Background: an optimization exercise with open tools, aiming at small area. Do not read the settings as production practice. In this exercise RTL edits were held to simulation tests only and were not proved equivalent to the original. Power figures rest on the tool's default switching activity, not on a simulated workload.

## switch_core
module switch_core (
    input  wire         switch_clk,
    input  wire         arst_n_i,
    input  wire  [3:0]   frame_eof_i,
    input  wire  [191:0] src_mac_i,
    input  wire  [191:0] dst_mac_i,
    input  wire  [31:0]  start_ptr_i,
    input  wire  [3:0]   voq_pop_i,
    output wire  [31:0]  voq_ptr_o,
    output wire  [3:0]   voq_valid_o,
    output wire  [3:0]   voq_drop_o
);
    logic [47:0] src_q [3:0];
    logic [47:0] dst_q [3:0];
    logic [7:0]  ptr_q [3:0];
    logic [3:0]  pending_q;
    logic [1:0]  rr_ptr_q;
    always_ff @(posedge switch_clk) begin
        for (int p = 0; p < 4; p++) begin
            if (frame_eof_i[p]) begin
                src_q[p] <= src_mac_i[p*48 +: 48];
                dst_q[p] <= dst_mac_i[p*48 +: 48];
                ptr_q[p] <= start_ptr_i[p*8 +: 8];
            end
        end
    end
    logic [3:0] grant;
    logic [1:0] grant_port;
    logic       found;
    always_comb begin
        grant      = '0;
        grant_port = rr_ptr_q;
        found      = 1'b0;
        for (int i = 0; i < 4; i++) begin
            if (!found && pending_q[2'(rr_ptr_q + 2'(i))]) begin
                found                          = 1'b1;
                grant[2'(rr_ptr_q + 2'(i))]    = 1'b1;
                grant_port                     = 2'(rr_ptr_q + 2'(i));
            end
        end
    end
    logic [3:0] g1_oh_q;
    logic       g1_valid_q;
    logic [1:0] g1_port_q;
    logic [3:0] g2_mask_q;
    logic [1:0] g2_port_q;
    logic [3:0] g3_mask_q;
    logic [7:0] g3_ptr_q;
    always_ff @(posedge switch_clk or negedge arst_n_i) begin
        if (!arst_n_i) begin
            pending_q  <= '0;
            rr_ptr_q   <= '0;
            g1_oh_q    <= '0;
        end else begin
            pending_q  <= frame_eof_i | (pending_q & ~grant);
            g1_oh_q    <= grant;
            if (found) rr_ptr_q <= {grant_port[1] ^ grant_port[0], ~grant_port[0]};
        end
    end
    logic [3:0] lk_idx_q;
    logic [3:0] grant_idx;
    always_comb begin
        grant_idx = '0;
        for (int p = 0; p < 4; p++)
  ...
Settings: LEC_CHECK=0, CAP_MARGIN=0, CORE_MARGIN=2, CORE_UTILIZATION=60, SETUP_SLACK_MARGIN=0.1, SLEW_MARGIN=0; clock period 5.0 ns.
standard.sh (not shown) runs the stock make flow with config.mk's settings and CLKGATE_MAP_FILE= SYNTH_SCRIPT=/design/flow/synth_recipe.tcl, a recipe that flattens the netlist after the stock synthesis.
==> flow/flow/run.sh <==
#!/bin/bash
# ORFS layout of the design, as the standard.sh runs it, with these changes:
#  - synthesis maps the logic with an area-oriented ABC script (flow/synth.tcl)
#  - the port buffers are the smallest plain buffer
#  - CTS builds the tree from clkbuf_8 without dummy loads
#  - floorplan skips its pre-placement timing repair (REMOVE_ABC_BUFFERS), which
#    upsized gates on nets that placement buffers anyway
set -euo pipefail
W=$PWD
export MY_ABC_SCRIPT=$W/flow/abc_area.script
export REMOVE_ABC_BUFFERS=1
export BUFFER_PORTS_ARGS="-buffer_cell sky130_fd_sc_hd__buf_1"
export CTS_ARGS="-sink_clustering_enable -repair_clock_nets -dont_use_dummy_load -buf_list sky130_fd_sc_hd__clkbuf_8 -sink_clustering_size 16 -sink_clustering_max_diameter 80"
make -C "$FLOW_HOME" DESIGN_CONFIG="$FLOW_CONFIG" WORK_HOME="$W/orfs" CLKGATE_MAP_FILE= \
  SYNTH_SCRIPT="$W/flow/synth.tcl" finish > "$W/make_finish.log" 2>&1
R=$W/orfs/results/$FLOW_PLATFORM/switch_core/base
: # left out here: write the final layout as DEF
==> flow/flow/abc_area.script <==
&get -n
&st
&syn4
&dch -f
&nf -a -R 1000
&st
&dch -f
&nf -a -R 1000
&put
==> flow/flow/synth.tcl <==
# The standard flow's synthesis script (synth_recipe.tcl) with one change: ABC maps the
# combinational logic with an area-oriented script (flow/abc_area.script)
# instead of ORFS's speed script. Flip-flop mapping, flattening and renaming
# are unchanged.
proc synth {args} { yosys synth -nofsm -noshare {*}$args }
proc abc {args} {
  set i [lsearch -exact $args -script]
  if {$i >= 0} { lset args [expr {$i + 1}] $::env(MY_ABC_SCRIPT) }
  yosys abc {*}$args
}
source $::env(SCRIPTS_DIR)/synth.tcl
# left out here: clear keep_hierarchy, flatten, clean up, hide names made inside functions, write 1_2_yosys.v
Next try:
==> flow/flow/abc_area.script (replaced) <==
&get -n
&st
&dch -f
&nf -a
&put
Settings changed: SETUP_SLACK_MARGIN 0.1 to 0.05.
Outcome: The changed run finished clean. Global-route usage decreases by 1.1 points. Utilization increases by 0.47 points. Final cell count decreases by 0.85%. Area after synthesis increases by 0.55%. Non-clock buffer count increases by 21. First-iteration DRC count decreases by 3.4%. Power increases by 1.0%. Via count decreases by 0.91%. Design area increases by 0.86%. Routed wire length decreases by 1.8%.
Next try:
==> flow/flow/run.sh (replaced) <==
#!/bin/bash
# ORFS layout of the design, as the standard.sh runs it, with three changes:
#  - synthesis maps the logic with an area-oriented ABC script (flow/synth.tcl)
#  - the port buffers are the smallest plain buffer
#  - CTS builds the tree from clkbuf_16 without dummy loads
set -euo pipefail
W=$PWD
export MY_ABC_SCRIPT=$W/flow/abc_area.script
export BUFFER_PORTS_ARGS="-buffer_cell sky130_fd_sc_hd__buf_1"
export CTS_ARGS="-sink_clustering_enable -repair_clock_nets -dont_use_dummy_load -buf_list sky130_fd_sc_hd__clkbuf_16 -sink_clustering_size 26 -sink_clustering_max_diameter 90"
make -C "$FLOW_HOME" DESIGN_CONFIG="$FLOW_CONFIG" WORK_HOME="$W/orfs" CLKGATE_MAP_FILE= \
  SYNTH_SCRIPT="$W/flow/synth.tcl" finish > "$W/make_finish.log" 2>&1
R=$W/orfs/results/$FLOW_PLATFORM/switch_core/base
: # left out here: write the final layout as DEF
==> flow/flow/abc_area.script (replaced) <==
&get -n
&st
&dch -f
&nf -a -R 1000
&st
&dch -f
&nf -a -R 1000
&put
After rerunning:
- clock-buffer cell count came out lower by 36
- combinational power came out lower slightly
- via count came out lower slightly
- cell count came out lower by a few percent
- total power came out higher slightly
- first-iteration DRC count came out higher by a few percent
Next try:
--- a/flow/flow/run.sh
+++ b/flow/flow/run.sh
@@ -4,3 +4,3 @@
 #  - the port buffers are the smallest plain buffer
-#  - CTS builds the tree from clkbuf_16 without dummy loads
+#  - CTS builds the tree from clkbuf_8 without dummy loads
 set -euo pipefail
@@ -9,3 +9,3 @@
 export BUFFER_PORTS_ARGS="-buffer_cell sky130_fd_sc_hd__buf_1"
-export CTS_ARGS="-sink_clustering_enable -repair_clock_nets -dont_use_dummy_load -buf_list sky130_fd_sc_hd__clkbuf_16 -sink_clustering_size 26 -sink_clustering_max_diameter 90"
+export CTS_ARGS="-sink_clustering_enable -repair_clock_nets -dont_use_dummy_load -buf_list sky130_fd_sc_hd__clkbuf_8 -sink_clustering_size 16 -sink_clustering_max_diameter 80"
 make -C "$FLOW_HOME" DESIGN_CONFIG="$FLOW_CONFIG" WORK_HOME="$W/orfs" CLKGATE_MAP_FILE= \
==> flow/flow/abc_area.script (replaced) <==
&get -n
&st
&syn4
&dch -f
&nf -a -R 1000
&st
&dch -f
&nf -a -R 1000
&put
Settings changed: GPL_TIMING_DRIVEN from default to 0.
What happened: Cell area grows by 1.4%. Power shrinks by 0.56%. Worst setup slack improved by 65 ps. Cell count grows by 3.8%. Combinational power grows by 3.4%. Core utilization grows by 0.92 points. Die area barely changes. Non-clock buffer count grows by 25. Routed wire length shrinks by 0.81%. Clock skew shrinks by 24 ps. Critical path depth grows by 2.

-- afterwards: timing with drivers on the ports --
No port has a modelled driver above. Below, the same layouts with a new extraction and two added sets of constraints. Step 1 assumes that a clkbuf_16 drives the clock port and a buf_2 every other input. Step 2 also shifts input and output timing later by t, the mid clock arrival at the registers, as if the neighbouring blocks saw the same clock. Slacks: ideal / step 1 / step 2; pairs: ideal / step 1.
run	t, ns	setup WS [ns]	clock arrival spread, ns	worst data-port slew with drivers (ns)
the first run	0.782	0.336 / 0.336 / 0.336	0.050 / 0.050	0.08
the second run	0.793	0.169 / 0.169 / 0.169	0.041 / 0.040	0.08
the third run	0.730	0.217 / 0.217 / 0.217	0.069 / 0.069	0.08
the fourth run	0.786	0.283 / 0.283 / 0.283	0.052 / 0.051	0.08
After both steps setup and hold are still met in every run listed.
